Context: an optimization exercise on an open-source flow, tuned for small area and a short achievable clock period. The choices shown serve that exercise and are no tape-out recipe.
The RTL was checked by simulation tests, not by an equivalence proof against the original design.
Power and IR drop assume default switching activity.

== the previous run ==
## float_accum_multi
module float_accum_multi #(
  parameter int unsigned EXP_W    = 8,
  parameter int unsigned MAN_W    = 23,
  parameter int unsigned GUARD_W  = 8,
  parameter int unsigned STRIDE_W = 16,
  parameter int unsigned DELAY_W  = 7,
  localparam int unsigned DATA_W  = 1 + EXP_W + MAN_W
) (
  input  logic                clk,
  input  logic                rst_n,
  input  logic                run,
  input  logic                running,
  input  logic [STRIDE_W-1:0] strideMinusOne,
  input  logic [DELAY_W-1:0]  delay0,
  input  logic [1:0]          mode,
  input  logic [DATA_W-1:0]   in0,
  output logic [DATA_W-1:0]   out0,
  output logic                done
);
  localparam int unsigned ACC_W = 288;
  localparam int unsigned NBLK  = 9;     
  logic [15:0] cnt_q;
  logic        start;
  assign start = (cnt_q == '0);
  always_ff @(posedge clk or negedge rst_n) begin
    if (!rst_n)       cnt_q <= '0;
    else if (run)     cnt_q <= 16'(delay0);
    else if (running) cnt_q <= start ? strideMinusOne : cnt_q - 16'd1;
  end
  logic        is_mm, is_min;      
  logic        wmm0, wmin0;        
  logic        s0, h0, emax0;
  logic [7:0]  e0, eff0;
  logic [22:0] f0;
  logic [85:0] sh0, sh1;
  logic [54:0] chunk0;
  assign is_mm  = start ? (mode == 2'd1 || mode == 2'd2) : wmm0;
  assign is_min = start ? (mode == 2'd2) : wmin0;
  assign {s0, e0, f0} = in0;
  assign emax0 = &e0;
  assign h0    = |e0;
  assign eff0  = {e0[7:1], e0[0] | ~h0};
  assign sh0   = {{31{s0}}, {1'b1, f0} ^ {24{s0}}, {31{s0}}} << {e0[4:1], 1'b0};
  assign sh1   = eff0[0] ? {sh0[84:0], s0} : sh0;
  always_comb begin
    chunk0     = sh1[85:31];
    chunk0[24] = h0 ? sh1[55] : s0;
    if (is_mm) chunk0 = {23'd0, in0};
  end
  always_ff @(posedge clk or negedge rst_n) begin
    if (!rst_n) begin
      wmm0  <= 1'b0;
      wmin0 <= 1'b0;
    end else if (running) begin
      wmm0  <= is_mm;
      wmin0 <= is_min;
    end
  end
  logic [54:0] x1;        
  logic        xs1;       
  logic [NBLK-1:0] lo1;   
  logic [NBLK-1:0] hi1;   
  logic [NBLK-1:0] fa1;   
  ...
Size in the first run: ~5600 cells after synthesis, ~530 flip-flops, ~47000 sq um of cells after synthesis.
==> flow/config.mk <==
export PLATFORM = sky130hd
export DESIGN_NAME = float_accum_multi
export DESIGN_NICKNAME = float_accum_multi
export VERILOG_FILES = /design/flow/design.v
export SDC_FILE = /design/flow/constraint.sdc
export NUM_CORES = 4
export LEC_CHECK = 0
export CAP_MARGIN = 30
export CORE_MARGIN = 2
export CORE_UTILIZATION = 35
export PLACE_DENSITY = 0.62
export SETUP_SLACK_MARGIN = 5
export SLEW_MARGIN = 20
export TNS_END_PERCENT = 0
==> flow/constraint.sdc <==
create_clock -name core_clock -period 10.0 [get_ports {clk}]
set_input_delay 2.0000 -clock core_clock [delete_from_list [all_inputs] [get_ports {clk}]]
set_output_delay 2.0000 -clock core_clock [all_outputs]
set_load 0.01 [all_outputs]
run.sh (not shown) runs the stock make flow with config.mk's settings and CLKGATE_MAP_FILE= SYNTH_SCRIPT=/design/flow/synth_recipe.tcl, a recipe that flattens the netlist after the stock synthesis.
Here is what was changed in the inputs of the current run compared with the previous run.
- a change of PLACE_DENSITY from 0.62 to 0.5
The current run finished every stage and its layout cleared the timing, DRC and antenna checks. The current run -> the previous run: initial standard-cell utilization of the core delta 0, exact match. Setup slack for the current run: 0.15 ns up relative to the previous run. Taking the previous run as the reference, in the current run post-detailed-placement cell area barely changed, minimum period implied by the final worst setup slack dropped 0.15 ns.

========
Another version of the RTL of float_accum_multi (not shown whole).
Size: roughly 530 flip-flops, about 94 I/O pins, ~48000 sq um of cells after synthesis.
make LEC_CHECK=0 CAP_MARGIN=30 CORE_MARGIN=2 CORE_UTILIZATION=45 PLACE_DENSITY=0.6 SETUP_SLACK_MARGIN=5 SLEW_MARGIN=20 TNS_END_PERCENT=0 finish   # period 10.0 ns
Then changed:
- CORE_UTILIZATION: 45 -> 35
- PLACE_DENSITY: 0.6 -> 0.62
Via count came out higher by 1.3%.
Synthesized area is unchanged.
Non-clock buffer count came out higher by 26.
Synthesized cell count stays the same.
Setup slack is better by 0.16 ns.
Register-to-register slack is better by 0.16 ns.
Then changed:
- CORE_UTILIZATION: 35 -> 30
- PLACE_DENSITY: 0.62 -> 0.45
What happened:
- setup slack got worse by 0.085 ns
- wire length rose by 1.5%
- die area rises by 16%
Then changed:
- CORE_UTILIZATION: 30 -> 35
- PLACE_DENSITY: 0.45 -> 0.5
- TNS_END_PERCENT: 0 -> 5
=> Via count rose by about 2%. Total power rose by 0.78%. Worst hold slack stays flat. Register-to-register slack improved by 0.11 ns. Setup slack improved by 0.11 ns. Non-clock buffer count rose by 64. Cell area rose by 1.1%. Core utilization rose by 6.6 points. Final cell count fell by about 3%. First-iteration DRC count fell by 3.2%. Clock-buffer cell count rose by 5.
Then changed:
- TNS_END_PERCENT: 5 -> 0
Result:
- sequential share of layout area is higher by 0.58 points
- register-to-register slack gets worse by 0.10 ns
- routed wire length is lower by 1.9%

========
job 7909:
float_accum_multi, a different RTL version from the one above (not shown whole).
Size: roughly 6900 cells after synthesis, roughly 94 I/O pins.
==> flow/design.v (excerpt) <==
module float_accum_multi #(
  parameter int unsigned EXP_W    = 8,
  parameter int unsigned MAN_W    = 23,
  parameter int unsigned GUARD_W  = 8,
  parameter int unsigned STRIDE_W = 16,
  parameter int unsigned DELAY_W  = 7,
  localparam int unsigned DATA_W  = 1 + EXP_W + MAN_W
) (
  input  logic                clk,
  input  logic                rst_n,
  input  logic                run,
  input  logic                running,
  input  logic [STRIDE_W-1:0] strideMinusOne,
  input  logic [DELAY_W-1:0]  delay0,
  input  logic [1:0]          mode,
  input  logic [DATA_W-1:0]   in0,
  output logic [DATA_W-1:0]   out0,
  output logic                done
);
Settings: LEC_CHECK=0, ABC_AREA=1, CAP_MARGIN=30, CORE_MARGIN=2, CORE_UTILIZATION=35, PLACE_DENSITY=0.5, SETUP_SLACK_MARGIN=5, SLEW_MARGIN=20, TNS_END_PERCENT=0; clock period 10.0 ns.
The inputs of job 3308 differ from those of job 7909 as listed below.
- CAP_MARGIN: 30 -> 20
- CTS_CLUSTER_SIZE: unset -> 20
- ABC_AREA: 1 -> unset
- CTS_BUF_LIST: unset -> sky130_fd_sc_hd__clkbuf_8
--- outcome ---
Slew at the pin closest to its max-slew limit was lower in the run labelled job 7909.
In job 3308 the clock period minus worst slack turned out 180 ps lower than in job 7909.
Compared with job 7909, job 3308 shows clock latency on the worst-skew pair higher by 140 ps.
--- input diff job 3308..job 937 ---
- a deleted CTS_CLUSTER_SIZE that had been 20
- a change of TNS_END_PERCENT from 0 to 10
- a deleted CTS_BUF_LIST that had been sky130_fd_sc_hd__clkbuf_8
--- outcome ---
Per the comparison of job 937 with job 3308, proportion of power drawn by the clock network went up, highest fanout seen on the critical path went up, via count of the first global-routing pass went up, non-clock buffer share of cell area went up, first-pass GRT wire length went up.
Taking job 3308 as the reference, in job 937 combinational share of power up 1.2 points, setup slack of the most critical reg-to-reg path up 290 ps, total of clock buffers placed in the layout down about 19%, final worst slack up 290 ps.
Having completed the whole flow, job 937 delivered a layout that passed the timing, DRC and antenna checks.

==> re-timing with driven ports <==
The results above use ideal ports. As a check the final layouts listed here were re-extracted and re-timed, cells and wires unchanged.
Step 1 sets driving cells, clkbuf_16 on the clock port and buf_2 on the other inputs (assumed; they add their load-dependent delay and slew).
Step 2 adds t to the input delays and takes it off the output delays; t is the mean of the earliest and latest rising clock arrival at the registers after step 1. Input paths then give back, and output paths get back, about the clock's delay inside the block.
a / b / c = ideal ports / drivers / drivers and shift; a / b = the first two.
| run | shift t [ns] | setup WS [ns] | clock arrival spread, ns |
|---|---|---|---|
| the previous run | 0.759 | 4.428 / 4.428 / 4.294 | 0.042 / 0.042 |
| the current run | 0.776 | 4.576 / 4.576 / 4.499 | 0.042 / 0.042 |
| the first run of note 2 | 0.740 | 4.624 / 4.624 / 4.624 | 0.034 / 0.035 |
| the second run of note 2 | 0.742 | 4.788 / 4.788 / 4.513 | 0.044 / 0.044 |
| the third run of note 2 | 0.787 | 4.703 / 4.703 / 4.394 | 0.050 / 0.051 |
| the fourth run of note 2 | 0.771 | 4.815 / 4.815 / 4.694 | 0.053 / 0.054 |
| the fifth run of note 2 | 0.781 | 4.712 / 4.712 / 4.710 | 0.058 / 0.058 |
| job 7909 | 0.791 | 4.254 / 4.254 / 4.143 | 0.047 / 0.047 |
| job 3308 | 0.910 | 4.430 / 4.430 / 4.430 | 0.056 / 0.057 |
| job 937 | 0.770 | 4.718 / 4.718 / 4.718 | 0.031 / 0.031 |
After both steps setup and hold are still met in every run listed. For the third run of note 2, which loses most, drivers alone change the setup slack by 0.000 ns; drivers and shift together by -0.309 ns.
